Source: an optimization exercise on an open RTL-to-GDS flow (aim: small area, a short achievable clock period and few clock cycles). Production flows keep margins and buffers that such runs may drop. Only simulation tests tie the RTL to the original design; equivalence was not proved. In this run the design's own scripts or RTL, not TritonCTS, make the clock network. The flow treats the clock pin as an ideal source. Dropping or thinning the clock tree relies on that and would not hold on a real chip. Power and IR drop assume default switching activity.

===== flow/flow/run.sh =====
#!/bin/bash
# The standard layout (standard.sh), except that
# - the ports are buffered with sky130_fd_sc_hd__buf_4, not the cell
#   buffer_ports picks by default;
# - the clock tree is built by flow/clock_tree.tcl in place of
#   clock_tree_synthesis: four root buffers on the clock port, each driving the
#   leaf buffers of the flip-flop groups near it;
# - floorplan and placement repair timing with a setup margin of 2.8 ns, the
#   later steps with the margin in config.mk.
set -euo pipefail
bash standard.sh synth > synth.log 2>&1
bash standard.sh 'BUFFER_PORTS_ARGS=-buffer_cell sky130_fd_sc_hd__buf_4' "PRE_CTS_TCL=$PWD/flow/clock_tree.tcl" SETUP_SLACK_MARGIN=2.8 place > place.log 2>&1
bash standard.sh 'BUFFER_PORTS_ARGS=-buffer_cell sky130_fd_sc_hd__buf_4' "PRE_CTS_TCL=$PWD/flow/clock_tree.tcl" finish > layout.log 2>&1

===== flow/flow/clock_tree.tcl =====
# Two-level clock tree built by hand in place of clock_tree_synthesis. The
# flip-flops are split into groups of about GROUP sinks by location (vertical
# strips, cut along y); each group gets a clkbuf_16 leaf at its centroid. The
# leaves are split the same way among ROOTS clkbuf_16 roots, each at the
# centroid of its leaves and driven by the clock port.
set group 25
set roots 4
set block [ord::get_db_block]
set db [ord::get_db]
set clknet [$block findNet i_clk]
set master [$db findMaster sky130_fd_sc_hd__clkbuf_16]

# split items {obj x y} into about n groups of nearby items
proc mcts_split {items n} {
  set cnt [llength $items]
  set nstrips [expr {max(1, int(round(sqrt($n))))}]
  set items [lsort -integer -index 1 $items]
  set per_strip [expr {int(ceil(double($cnt)/$nstrips))}]
  set groups {}
  for {set s 0} {$s < $nstrips} {incr s} {
    set strip [lrange $items [expr {$s*$per_strip}] [expr {($s+1)*$per_strip-1}]]
    set m [llength $strip]
    if {$m == 0} continue
    set strip [lsort -integer -index 2 $strip]
    set ng [expr {max(1, int(round(double($m) * $n / $cnt)))}]
    set per [expr {int(ceil(double($m)/$ng))}]
    for {set g 0} {$g < $ng} {incr g} {
      set mem [lrange $strip [expr {$g*$per}] [expr {($g+1)*$per-1}]]
      if {[llength $mem]} { lappend groups $mem }
    }
  }
  return $groups
}

proc mcts_centroid {mem} {
  set sx 0; set sy 0
  foreach e $mem { incr sx [lindex $e 1]; incr sy [lindex $e 2] }
  return [list [expr {$sx / [llength $mem]}] [expr {$sy / [llength $mem]}]]
}

proc mcts_buffer {block master name x y in_net out_net} {
  set buf [odb::dbInst_create $block $master $name]
  $buf setLocation $x $y
  $buf setPlacementStatus PLACED
  [$buf findITerm A] connect $in_net
  [$buf findITerm X] connect $out_net
  return $buf
}

set sinks {}
foreach it [$clknet getITerms] {
  set inst [$it getInst]
  set bb [$inst getBBox]
  lappend sinks [list $it [expr {([$bb xMin]+[$bb xMax])/2}] [expr {([$bb yMin]+[$bb yMax])/2}]]
}
set n [llength $sinks]
set leaf_groups [mcts_split $sinks [expr {int(ceil(double($n)/$group))}]]

# leaves: each group's clock pins move to a new net driven by its leaf
set leaves {}
set gi 0
foreach mem $leaf_groups {
  set net [odb::dbNet_create $block "mcts_leaf_net_$gi"]
  $net setSigType CLOCK
  foreach e $mem {
    set it [lindex $e 0]
    $it disconnect
    $it connect $net
  }
  lassign [mcts_centroid $mem] cx cy
  lappend leaves [list $gi $cx $cy $net]
  incr gi
}

# roots: each drives the leaves nearest to it and hangs on the clock net
set ri 0
foreach mem [mcts_split $leaves $roots] {
  set rnet [odb::dbNet_create $block "mcts_root_net_$ri"]
  $rnet setSigType CLOCK
  foreach e $mem {
    lassign $e li lx ly lnet
    mcts_buffer $block $master "mcts_leaf_$li" $lx $ly $rnet $lnet
  }
  lassign [mcts_centroid $mem] rx ry
  mcts_buffer $block $master "mcts_root_$ri" $rx $ry $clknet $rnet
  puts "mcts root $ri at $rx $ry drives [llength $mem] leaves"
  incr ri
}
puts "mcts: $n sinks, $gi leaves, $ri roots"
detailed_placement

# the tree is built: clock_tree_synthesis only marks the clock propagated
rename clock_tree_synthesis mcts_unused_clock_tree_synthesis
proc clock_tree_synthesis {args} {
  set_propagated_clock [all_clocks]
}

===== flow/standard.sh =====
#!/bin/bash
# synth_recipe.tcl (not shown) runs the flow's synth.tcl, then flattens the netlist and writes it again
# the make line also repeats each setting of config.mk as NAME=value (left out here)
make -C /OpenROAD-flow-scripts/flow DESIGN_CONFIG=/design/flow/config.mk WORK_HOME=/design/flow/orfs CLKGATE_MAP_FILE= SYNTH_SCRIPT=/design/flow/synth_recipe.tcl "${@:-finish}"

===== flow/config.mk =====
export PLATFORM = sky130hd
export DESIGN_NAME = wildcard_name_matcher
export DESIGN_NICKNAME = wildcard_name_matcher
export VERILOG_FILES = /design/flow/design.v
export SDC_FILE = /design/flow/constraint.sdc
export NUM_CORES = 4
export LEC_CHECK = 0
export CAP_MARGIN = 20
export CORE_MARGIN = 2
export CORE_UTILIZATION = 40
export SETUP_SLACK_MARGIN = 3.2
export SLEW_MARGIN = 20
export TNS_END_PERCENT = 50

===== flow/constraint.sdc =====
create_clock -name core_clock -period 5.0 [get_ports {i_clk}]
set_input_delay 1.0000 -clock core_clock [delete_from_list [all_inputs] [get_ports {i_clk}]]
set_output_delay 1.0000 -clock core_clock [all_outputs]
set_load 0.01 [all_outputs]

===== flow/design.v =====
`timescale 1ns / 1ps
package wnm_pkg;
    localparam int MAX_PATTERN = 32;
    localparam int POS_W       = MAX_PATTERN + 1;
    localparam int LEN_W       = $clog2(MAX_PATTERN + 1);
    localparam logic [7:0] ANY_ONE = 8'd63;
    localparam logic [7:0] ANY_RUN = 8'd42;
    localparam logic [7:0] CODE_ANY_ONE = 8'h2B;
    localparam logic CMD_LOAD = 1'b0;
    localparam logic CMD_NAME = 1'b1;
    typedef struct packed {
        logic matched;
        logic pattern_overflow;
    } t_result;
endpackage
`timescale 1ns / 1ps
module wnm_cell (
    input  logic       i_clk,
    input  logic       i_shift,
    input  logic [7:0] i_d,
    input  logic [7:0] i_ch,
    output logic [7:0] o_q,
    output logic       o_hit,
    output logic       o_star
);
    logic [7:0] r_byte;
    logic       wild;
    always_ff @(posedge i_clk) begin
        if (i_shift) begin
            r_byte <= i_d;
        end
    end
    assign wild   = (r_byte[7:1] == wnm_pkg::ANY_RUN[7:1]);
    assign o_q    = r_byte;
    assign o_star = wild && !r_byte[0];
    assign o_hit  = (wild && r_byte[0]) || (r_byte == i_ch);
endmodule
`timescale 1ns / 1ps
module wnm_out_skid (
    input  logic             i_clk,
    input  logic             i_rst_n,
    input  logic             i_push,
    input  logic             i_push_next,
    input  wnm_pkg::t_result i_data,
    output logic             o_ready,
    output logic             o_busy,
    output logic             o_valid,
    input  logic             i_ready,
    output wnm_pkg::t_result o_data
);
    logic             r_res_valid;
    logic             n_res_valid;
    wnm_pkg::t_result r_res;
    logic             r_out_valid;
    logic             n_out_valid;
    wnm_pkg::t_result r_out;
    wnm_pkg::t_result r_out_n;
    wnm_pkg::t_result n_out;
    logic             r_skid_valid;
    logic             n_skid_valid;
    wnm_pkg::t_result r_skid;
    wnm_pkg::t_result n_skid;
    logic             out_free;
    logic             res_move;
    logic             r_ready;
    logic             r_busy;
    logic             r_out_empty;
    logic             n_two;
    logic             n_three;
    assign out_free = r_out_empty || i_ready;
    assign res_move = r_res_valid && (out_free || !r_skid_valid);
    always_comb begin
        n_out_valid  = !r_out_empty;
        n_out        = ~r_out_n;
        n_skid_valid = r_skid_valid;
        n_skid       = r_skid;
        if (out_free) begin
            if (r_skid_valid) begin
                n_out_valid  = 1'b1;
                n_out        = r_skid;
                n_skid_valid = r_res_valid;
                n_skid       = r_res;
            end else begin
                n_out_valid  = r_res_valid;
                n_out        = r_res;
            end
        end else if (r_res_valid && !r_skid_valid) begin
            n_skid_valid = 1'b1;
            n_skid       = r_res;
        end
    end
    assign n_res_valid = i_push || (r_res_valid && !res_move);
    assign n_two   = (n_res_valid && n_skid_valid) || (n_res_valid && n_out_valid)
                     || (n_skid_valid && n_out_valid);
    assign n_three = n_res_valid && n_skid_valid && n_out_valid;
    always_ff @(posedge i_clk) begin
        if (!i_rst_n) begin
            r_res_valid  <= 1'b0;
            r_out_valid  <= 1'b0;
            r_out_empty  <= 1'b1;
            r_skid_valid <= 1'b0;
            r_ready      <= 1'b1;
            r_busy       <= 1'b0;
        end else begin
            r_res_valid  <= n_res_valid;
            r_out_valid  <= n_out_valid;
            r_out_empty  <= !n_out_valid;
            r_skid_valid <= n_skid_valid;
            r_ready      <= !n_two || (!n_three && !i_push_next);
            r_busy       <= n_two && (n_three || i_push_next);
        end
    end
    always_ff @(posedge i_clk) begin
        r_out   <= n_out;
        r_out_n <= ~n_out;
        r_skid  <= n_skid;
        if (i_push) begin
            r_res <= i_data;
        end
    end
    assign o_ready = r_ready;
    assign o_busy  = r_busy;
    assign o_valid = r_out_valid;
    assign o_data  = r_out;
endmodule
`timescale 1ns / 1ps
module wildcard_name_matcher (
    input  logic       i_clk,
    input  logic       i_rst_n,
    input  logic       i_valid,
    output logic       o_ready,
    input  logic       i_cmd,
    input  logic [7:0] i_ch,
    input  logic       i_last,
    output logic       o_valid,
    input  logic       i_ready,
    output logic       o_matched,
    output logic       o_pattern_overflow
);
    localparam int N  = wnm_pkg::MAX_PATTERN;
    localparam int LW = wnm_pkg::LEN_W;
    logic [LW-1:0]  r_cnt;            
    logic [LW-1:0]  r_len;            
    logic           r_lstar;          
    logic           r_ovf;
    logic           r_load_restart;
    logic           r_name_restart;
    logic [N:0]     r_act;
    logic           in_fire;
    logic           out_busy;         
    logic           ch_swap;
    logic [7:0]     ch_code;
    logic           r_shift;
    logic           r_shift_new;      
    logic [7:0]     r_in_ch;
    logic           r_nm_v;
    logic           r_nm_first;
    logic           r_nm_last;
    logic           load_fire;
    logic           name_fire;
    logic           ch_star;
    logic [LW-1:0]  ld_cnt;
    logic           ld_lstar;
    logic           ld_ovf;
    logic           ld_room;
    logic           store;
    logic [7:0]     d   [N+1];
    logic [N-1:0]   hit;
    logic [N-1:0]   star;
    logic [N:0]     start;
    logic [N:0]     cur;
    logic [N:0]     closed;
    logic [N:0]     step;
    logic           push;
    wnm_pkg::t_result push_data;
    wnm_pkg::t_result out_data;
    assign in_fire   = i_valid && !out_busy;
    assign load_fire = in_fire && (i_cmd == wnm_pkg::CMD_LOAD);
    assign name_fire = in_fire && (i_cmd == wnm_pkg::CMD_NAME);
    assign ch_star   = (i_ch == wnm_pkg::ANY_RUN);
    assign ch_swap   = (i_ch[7:5] == 3'b001) && i_ch[3] && (i_ch[1:0] == 2'b11) && (i_ch[4] == i_ch[2]);
    assign ch_code   = ch_swap ? (i_ch ^ 8'b0001_0100) : i_ch;
    assign ld_cnt   = r_load_restart ? '0 : r_cnt;
    assign ld_lstar = !r_load_restart && r_lstar;
    assign ld_ovf   = !r_load_restart && r_ovf;
    assign ld_room  = (ld_cnt < LW'(N));
    assign store    = load_fire && ld_room && !(ch_star && ld_lstar);
    always_ff @(posedge i_clk) begin
        if (!i_rst_n) begin
            r_shift <= 1'b0;
            r_len   <= '0;
            r_nm_v  <= 1'b0;
        end else begin
            r_shift <= store;
            if (r_shift) begin
                r_len <= r_shift_new ? LW'(1) : r_len + LW'(1);
            end
            r_nm_v  <= name_fire;
        end
    end
    always_ff @(posedge i_clk) begin
        r_in_ch     <= ch_code;
        r_shift_new <= r_load_restart;
        r_nm_last   <= i_last;
        r_nm_first  <= r_name_restart;
    end
    always_ff @(posedge i_clk) begin
        if (!i_rst_n) begin
            r_cnt          <= '0;
            r_lstar        <= 1'b0;
            r_ovf          <= 1'b0;
            r_load_restart <= 1'b1;
            r_name_restart <= 1'b1;
        end else if (load_fire) begin
            r_cnt          <= ld_room ? ld_cnt + LW'(1) : ld_cnt;
            r_lstar        <= store ? ch_star : ld_lstar;
            r_ovf          <= ld_ovf || !ld_room;
            r_load_restart <= i_last;
            r_name_restart <= 1'b1;
        end else if (name_fire) begin
            r_name_restart <= i_last;
        end
    end
    assign d[0] = r_in_ch;
    for (genvar i = 0; i < N; i++) begin : g_cell
        wnm_cell u_cell (
            .i_clk   (i_clk),
            .i_shift (r_shift),
            .i_d     (d[i]),
            .i_ch    (r_in_ch),
            .o_q     (d[i+1]),
            .o_hit   (hit[i]),
            .o_star  (star[i])
        );
    end
    for (genvar q = 0; q <= N; q++) begin : g_pos
        assign start[q] = (r_len == LW'(q));
    end
    assign cur = r_nm_first ? start : r_act;
    for (genvar q = 0; q <= N; q++) begin : g_close
        if (q < N) begin : g_lo
            assign closed[q] = cur[q] || (cur[q+1] && star[q]);
        end else begin : g_hi
            assign closed[q] = cur[q];
        end
    end
    for (genvar q = 0; q <= N; q++) begin : g_step
        logic stay;
        logic move;
        if (q > 0) begin : g_stay
            assign stay = closed[q] && (star[q-1] || !r_nm_v);
        end else begin : g_nostay
            assign stay = closed[q] && !r_nm_v;
        end
        if (q < N) begin : g_move
            assign move = closed[q+1] && hit[q] && r_nm_v;
        end else begin : g_nomove
            assign move = 1'b0;
        end
        assign step[q] = stay || move;
    end
    always_ff @(posedge i_clk) begin
        r_act <= step;
    end
    assign push                       = r_nm_v && r_nm_last;
    assign push_data.matched          = step[0] || (step[1] && star[0]);
    assign push_data.pattern_overflow = r_ovf;
    wnm_out_skid u_out (
        .i_clk       (i_clk),
        .i_rst_n     (i_rst_n),
        .i_push      (push),
        .i_push_next (name_fire && i_last),
        .i_data      (push_data),
        .o_ready     (o_ready),
        .o_busy      (out_busy),
        .o_valid     (o_valid),
        .i_ready     (i_ready),
        .o_data      (out_data)
    );
    assign o_matched          = out_data.matched;
    assign o_pattern_overflow = out_data.pattern_overflow;
endmodule

==> Implementation_results.wiki <==
{| class="wikitable"
! Metric !! Value
|-
| Detailed Route WL || 32.3 mm
|-
| Mux cell area share after synthesis || 0.468%
|-
| Period minus WS final || 1.76 ns
|-
| Transition time at the pin with the least slew margin || 0.606 ns
|-
| Area of the core region || 37600 sq um
|-
| Most frequent cell after synthesis || sky130_fd_sc_hd__edfxtp_1
|-
| Distinct cell type count of the synthesized netlist || 60
|-
| Layout Utilization || 45.6%
|-
| Register Area || 9290 sq um
|-
| HP Class || reg -> reg
|-
| Die H || 199 um
|-
| Number of synthesized flops with an enable pin || 260
|-
| Achievable frequency || 568 MHz
|-
| Syn Area/Cell || 12.9 sq um
|-
| Source-to-sink clock delay at the later pin of the worst-skew pair || 0.32 ns
|-
| Drc violations || 0
|-
| Kind of start point of the critical path || primary input
|-
| Number of placed I/O pins || 18
|-
| Instance area at placement || 15800 sq um
|-
| Routed vias/inst || 5.29
|-
| Residual overflow from global routing || 0
|-
| Cell Pwr Density || 291 nW/um^2
|-
| Area share of fa/ha/maj cells after synthesis || 0.477%
|-
| Number of design-rule violations left by the first detailed-router iteration || 614
|-
| CP cell instances || buf_4, and4b_2, maj3_2, o21ai_2, a31oi_1
|-
| Slew headroom || 59.6%
|-
| Fraction of final layout cells with drive strength greater than 1 || 12.5%
|-
| Setup repair after global routing missed its margin || true
|-
| Number of global-route vias before repair || 8904
|-
| Top FF cell, synth || sky130_fd_sc_hd__edfxtp_1
|-
| Post-route design area || 17100 sq um
|-
| Number of input and output port buffers inserted || 17
|-
| Routed Antenna Nets || 0
|-
| Net count of the mapped netlist || 1195
|-
| Netlist Area Pre-Place || 15200 sq um
|-
| Top cell types by occurrence after synthesis || sky130_fd_sc_hd__edfxtp_1 (260), sky130_fd_sc_hd__xnor2_1 (240), sky130_fd_sc_hd__dfxtp_1 (72), sky130_fd_sc_hd__nand4_1 (62), sky130_fd_sc_hd__nand2_1 (51)
|-
| Parity-gate share of the synthesized area counting xor and xnor cells || 14.8%
|-
| Result of the run || finished clean
|-
| Share of synthesized registers carrying an async set or reset || 0%
|-
| Maximum capacitance violations || 0
|-
| Final cell count without fillers || 1715
|-
| Area used by multi-input combinational logic || 5900 sq um
|-
| Number of setup violations in the final report || 0
|-
| Synthesis warning total || 5
|-
| Die ar. || 39600 sq um
|-
| Final hold vios || 0
|-
| Area growth from synthesis to layout || 12.5%
|-
| Maximum single-stage delay on the critical path || 0.31 ns
|-
| Combinational family with the most area after synthesis || XOR/XNOR gates
|-
| Starting utilization of the core area || 40.5%
|-
| Cell with the largest stage delay on the worst path || sky130_fd_sc_hd__maj3_2
|-
| Count of vias placed by the detailed router || 9075
|-
| Worst Path Required || 5.17 ns
|-
| Antenna violations before repair || 0
|-
| Nets || 1225
|-
| Compound-Gate Fraction of Synth Area || 7.80%
|-
| Final-report max-slew violation count || 0
|-
| Total Negative Setup Slacks || 0 ns
|-
| Filler cell count || 3301
|-
| Final antenna diode count || 0
|-
| Peak supply drop || 177 uV
|-
| Routability cong. || 0.765
|-
| Detailed-router iteration count before antenna repair || 5
|-
| Cell count after synthesis || 1176
|-
| Largest driver fanout on the critical path || 4
|-
| Clock-pin slew on the worst setup and hold paths || 0.08 ns
|-
| Area share of the largest cell type after synthesis || 51.3%
|-
| Cell count after placement || 1664
|-
| Die width || 199 um
|-
| Maximum number of pins on one net before global-route repair || 82
|-
| Share of synthesized area occupied by flip-flops and latches || 60.7%
|-
| Total GRT Usage || 15.9%
|-
| Biggest area contributors in the synthesized netlist || sky130_fd_sc_hd__edfxtp_1 (51%), sky130_fd_sc_hd__xnor2_1 (14%), sky130_fd_sc_hd__dfxtp_1 (9.5%)
|-
| Cell accounting for the most synthesized area || sky130_fd_sc_hd__edfxtp_1
|-
| Kind of cell adding the most delay to the critical path || adder cells
|-
| Total half-perimeter wirelength after legalization and detailed placement || 20.5 mm
|-
| FF-to-FF setup slack || 3.24 ns
|-
| Wire length of the first global-routing pass || 50.5 mm
|-
| Worst endpoint data arrival time || 1.93 ns
|-
| Critical path buffer and inverter count || 1
|-
| Smallest hold slack || 0.358 ns
|-
| Period utilisation layout || 35.2%
|-
| Fraction of the mapped netlist area in simple logic gates || 12.9%
|-
| Static power due to leakage || 5.14 nW
|-
| Fin Clk Skew || 0.0203 ns
|-
| Total number of placement rows || 71
|-
| Routed wire per std cell || 18.8 um
|-
| Crit end category || flip-flop
|-
| Yosys reg bits || 332
|-
| Critical path class || in -> reg
|}
## registers in the layout (all words and copies together) (netlist names), 2 cells and up
name                  cells
r_in_ch                   8
u_out.r_skid              2
u_out.r_out               2
r_cnt                     6
u_out.r_out_n             2
r_len                     6
g_cell.u_cell.r_byte    256
u_out.r_res               2
r_act                    33
## power breakdown
group | switching, mW | internal, mW
Combinational | 0.181 | 0.162
Clock | 0.810 | 0.719
Sequential | 0.0764 | 3.03
Total | 1.07 | 3.91
## what timing repair did
item	in CTS	in global routing
hold buffers	0	0
pin swaps	5	17
resized for setup	46	57
buffers inserted	11	18
setup endpoints to repair	224	76
gates cloned	0	2
## layout by cell type (no fill, tap or decap), drive strengths merged, types with 25 or more instances in the layout
cell and count:
nand2 51, a21oi 28, o21ai 61, dfxtp 72, edfxtp 260, inv 44, xnor2 240, o22ai 25
nand4bb 34, nand4 62, nor2 34, buf 58, a32o 30
## area by class of cell
type	count	area share (%)
Inverter	44	0.994
Buffer	20	2.92
Multi-Input combinational cell	747	34.4
Sequential cell	332	54.3
Timing Repair Buffer	61	3.64
Tap cell	511	3.73
## kinds of logic (layout without fill, tap and decap cells)
kind of cell | after synthesis | in the layout
XOR/XNOR | 257 | 257
AND/OR/NAND/NOR | 299 | 299
adder cells (fa/ha/maj) | 6 | 6
buffers and inverters | 97 | 125
multiplexers | 7 | 7
flip-flops | 332 | 332
AO/OA/AOI/OAI | 178 | 178
## per-stage QoR
step | worst slack (ns) | total power, mW
after floorplan | 2.18 | 3.39
after global placement | 2.13 | 3.47
after detailed placement | 2.07 | 3.47
after CTS | 3.12 | 5.00
after global routing | 3.16 | 5.14
final | 3.24 | 4.97
## per-layer routing
| metal | GRT usage, % | share of wire, % | up-vias |
|---|---|---|---|
| met5 | 0 | 0 | - |
| met4 | 3.48 | 2.3 | 0 |
| met3 | 1.06 | 2.7 | 42 |
| met2 | 26.2 | 48 | 127 |
| met1 | 23.2 | 47 | 4519 |
| li1 | - | - | 4387 |
## path summary, 6_finish.rpt
kind	from	to	cells after the start
worst max-delay path	i_cmd	u_out.r_busy	5
worst min-delay path	r_name_restart	r_nm_first	0
worst max register to register	r_len[1]	r_act[30]	7
worst min register to register	r_name_restart	r_nm_first	0
Testbench counts, summed over its fixed seeds: cycles 32,693.

[what the ideal ports hide]
The results above use ideal ports. As a check the final layout listed here was re-extracted and re-timed, cells and wires unchanged. Step 1: set_driving_cell puts a clkbuf_16 on i_clk and a buf_2 on each other input, an assumption about the parent block. Step 2 times the ports against the registers' clock, not the clock port: input delays grow and output delays shrink by t, the midpoint of the rising clock arrivals with the driver on. Three values: ideal, step 1, step 2; two values: the first two.
t, ns: 0.418
slack for setup (ns): 3.240 / 3.146 / 2.907
worst setup path at the end: input to register
pins driven straight from the clock port: 4
After both steps setup and hold are still met in this run. For this run, drivers alone change the setup slack by -0.094 ns; drivers and shift together by -0.333 ns.
